Context: an optimization exercise on an open-source flow, tuned for small area, a short achievable clock period and few clock cycles per item. The choices shown serve that exercise and are no tape-out recipe.
Power and IR drop assume default switching activity.

Setup of rev 12:
Design core_issue_top, start of the top module:
module core_issue_top (
    input  logic                   clk,
    input  logic                   rst,
    input  logic                   instr_valid,
    input  logic [31:0]            instr_word,
    input  logic                   flush,
    output logic                   stall,
    output logic                   wb_valid,
    output logic [5-1:0] wb_rd,
    output logic [32-1:0]       wb_data
);
    logic                   dec_ok;
    core_pkg::dec_t         dec;
    logic                   head_valid;
    core_pkg::dec_t         head;
    logic [3:0]             head_rs1_lo, head_rs2_lo;
    logic [7:0]             head_rs1_hi, head_rs2_hi;
    logic                   fire;
    logic                   ex_alu, ex_mul, ex_div;
    logic [5-1:0] ex_rd;
    logic [2:0]             ex_funct3;
    logic                   ex_sub;
    logic [32-1:0]       ex_a, ex_b;
    logic [32-1:0]       mul_a, mul_b;
    logic [32-1:0]       alu_res;
  ...
clock: 7.0 ns
lec_check: 0
abc_clock_period_in_ps: 3000
cap_margin: 20
core_margin: 2
core_utilization: 40
setup_slack_margin: 3.0
slew_margin: 20
run.sh (not shown) runs the stock make flow with config.mk's settings and CLKGATE_MAP_FILE= SYNTH_SCRIPT=/design/flow/synth_recipe.tcl, a recipe that flattens the netlist after the stock synthesis.
Input-level comparison between rev 13 and rev 12:
--- a/flow/design.v
+++ b/flow/design.v
@@ -58,20 +58,16 @@
     input  logic           clk,
     input  logic           rst,
     input  logic           flush,
     input  logic           push,
     input  core_pkg::dec_t wr_data,
     input  logic           pop,
     output logic           head_valid,
     output core_pkg::dec_t head,
-    output logic [3:0]     head_rs1_lo,
-    output logic [7:0]     head_rs1_hi,
-    output logic [3:0]     head_rs2_lo,
-    output logic [7:0]     head_rs2_hi,
     output logic           stall
 );
     localparam int W = core_pkg::DEC_W;
     logic [DEPTH-1:0][W-1:0] q;
     logic [DEPTH-1:0]        v;
     assign head       = q[0];
     assign head_valid = v[0];
     assign stall      = v[DEPTH-1];
@@ -83,30 +79,16 @@
                 if (pop)
                     v[i] <= (i + 1 < DEPTH ? v[(i + 1) % DEPTH] : 1'b0) || (push && v[i]) ||
                             (push && i == 0 && !v[0]);
                 else
                     v[i] <= v[i] || (push && (i == 0 || v[(i + DEPTH - 1) % DEPTH]));
             end
         end
     end
-    core_pkg::dec_t     nxt;
-    logic               ld0;
-    logic [4:0]         nrs2;
-    assign nxt  = (pop && v[1]) ? core_pkg::dec_t'(q[1]) : wr_data;
-    assign ld0  = pop || !v[0];
-    assign nrs2 = nxt.imm[4:0];
-    always_ff @(posedge clk) begin
-        if (ld0) begin
-            head_rs1_lo <= 4'b0001 << nxt.rs1[1:0];
-            head_rs1_hi <= 8'b00000001 << nxt.rs1[4:2];
-            head_rs2_lo <= 4'b0001 << nrs2[1:0];
-            head_rs2_hi <= 8'b00000001 << nrs2[4:2];
-        end
-    end
     always_ff @(posedge clk) begin
         for (int i = 0; i < DEPTH; i++) begin
             if (pop) begin
                 if (i + 1 < DEPTH && v[(i + 1) % DEPTH])
                     q[i] <= q[(i + 1) % DEPTH];
                 else if (v[i] || i == 0)
                     q[i] <= wr_data;
             end else if (!v[i]) begin
@@ -117,20 +99,16 @@
 endmodule
 `timescale 1ns/10ps
 import core_pkg::*;
 module instruction_issue (
     input  logic                     clk,
     input  logic                     rst,
     input  logic                     head_valid,
     input  core_pkg::dec_t           head,
-    input  logic [3:0]               head_rs1_lo,
-    input  logic [7:0]               head_rs1_hi,
-    input  logic [3:0]               head_rs2_lo,
-    input  logic [7:0]               head_rs2_hi,
     output logic                     fire,
     output logic                     ex_alu,
     output logic                     ex_mul,
     output logic                     ex_div,
     output logic [5-1:0]   ex_rd,
     output logic [2:0]               ex_funct3,
     output logic                     ex_sub,
     output logic [32-1:0]         ex_a,
@@ -172,18 +150,18 @@
     logic [32-1:0] rs1_oh;
     logic [32-1:0] rs2_oh;
     logic [32-1:0]     rf_rs1;
     logic [32-1:0]     rf_rs2;
     always_comb begin
         rf_rs1 = '0;
         rf_rs2 = '0;
         for (int r = 1; r < 32; r++) begin
-            rs1_oh[r] = head_rs1_lo[r % 4] && head_rs1_hi[r / 4];
-            rs2_oh[r] = head_rs2_lo[r % 4] && head_rs2_hi[r / 4];
+            rs1_oh[r] = (rs1 == r);
+            rs2_oh[r] = (rs2 == r);
             rf_rs1 = rf_rs1 | ({32{rs1_oh[r]}} & rf[r]);
             rf_rs2 = rf_rs2 | ({32{rs2_oh[r]}} & rf[r]);
         end
         rs1_oh[0] = 1'b0;
         rs2_oh[0] = 1'b0;
     end
     assign rs1     = head.rs1;
     assign rs2     = head.imm[4:0];
@@ -1148,18 +1126,16 @@
     output logic                   wb_valid,
     output logic [5-1:0] wb_rd,
     output logic [32-1:0]       wb_data
 );
     logic                   dec_ok;
     core_pkg::dec_t         dec;
     logic                   head_valid;
     core_pkg::dec_t         head;
-    logic [3:0]             head_rs1_lo, head_rs2_lo;
-    logic [7:0]             head_rs1_hi, head_rs2_hi;
     logic                   fire;
     logic                   ex_alu, ex_mul, ex_div;
     logic [5-1:0] ex_rd;
     logic [2:0]             ex_funct3;
     logic                   ex_sub;
     logic [32-1:0]       ex_a, ex_b;
     logic [32-1:0]       mul_a, mul_b;
     logic [32-1:0]       alu_res;
@@ -1183,31 +1159,23 @@
         .clk        (clk),
         .rst        (rst),
         .flush      (flush),
         .push       (instr_valid && !flush && dec_ok),
         .wr_data    (dec),
         .pop        (fire),
         .head_valid (head_valid),
         .head       (head),
-        .head_rs1_lo (head_rs1_lo),
-        .head_rs1_hi (head_rs1_hi),
-        .head_rs2_lo (head_rs2_lo),
-        .head_rs2_hi (head_rs2_hi),
         .stall      (stall)
     );
     instruction_issue u_issue (
         .clk        (clk),
         .rst        (rst),
         .head_valid (head_valid),
         .head       (head),
-        .head_rs1_lo (head_rs1_lo),
-        .head_rs1_hi (head_rs1_hi),
-        .head_rs2_lo (head_rs2_lo),
-        .head_rs2_hi (head_rs2_hi),
         .fire       (fire),
         .ex_alu     (ex_alu),
         .ex_mul     (ex_mul),
         .ex_div     (ex_div),
         .ex_rd      (ex_rd),
         .ex_funct3  (ex_funct3),
         .ex_sub     (ex_sub),
         .ex_a       (ex_a),
==> comparison <==
Rev 13 closes out successfully: all stages finished, all timing, DRC and antenna checks passed. Rev 12 consumes more power than rev 13. NOTE cell-internal power rev 12->rev 13 decreased by a few percent. A launch point of the critical path of u_queue.q[7] is what rev 13 shows, while u_queue.head_rs2_lo[1] belongs to rev 12. Compared with rev 12, in rev 13 final wirelength now larger; number of fill cells in the layout now smaller; met1 wire length now larger; final instance area now smaller; clock network power now smaller. Compared with rev 12, in rev 13 final weighted congestion in routability-driven placement saw an increase, met2 usage in global routing climbed 0.34 points. On rev 13: worst hold-check slack is 3.1 ps higher than what rev 12 gave. Min wire length of the first global-routing pass across rev 12 and rev 13: rev 12. The lower maximum frequency of rev 12 and rev 13 is in rev 13. Rev 13 vs. rev 12: biggest fanout along the worst timing path went down, synthesis-to-finish area growth went up.
Function was not checked in any run of this note: the RTL went through the layout flow alone.

afterwards: timing with drivers on the ports:
Ports are ideal in the flow. The routed layouts listed here were re-timed in OpenROAD. Step 1 (the two cells are an assumption about what drives the block):
set clk [get_ports {clk}]
set_driving_cell -lib_cell sky130_fd_sc_hd__clkbuf_16 $clk
set_driving_cell -lib_cell sky130_fd_sc_hd__buf_2 [delete_from_list [all_inputs] $clk]
Step 2 adds t to the input delays and takes it off the output delays; t is the mean of the earliest and latest rising clock arrival at the registers after step 1. Input paths then give back, and output paths get back, about the clock's delay inside the block. Slacks: ideal / step 1 / step 2; pairs: ideal / step 1.
run | t (ns) | setup slack, ns | worst setup path after step 2
rev 12 | 0.942 | 2.729 / 2.729 / 2.729 | register to register
rev 13 | 0.950 | 2.691 / 2.691 / 2.691 | register to register
After both steps setup and hold are still met in every run listed.
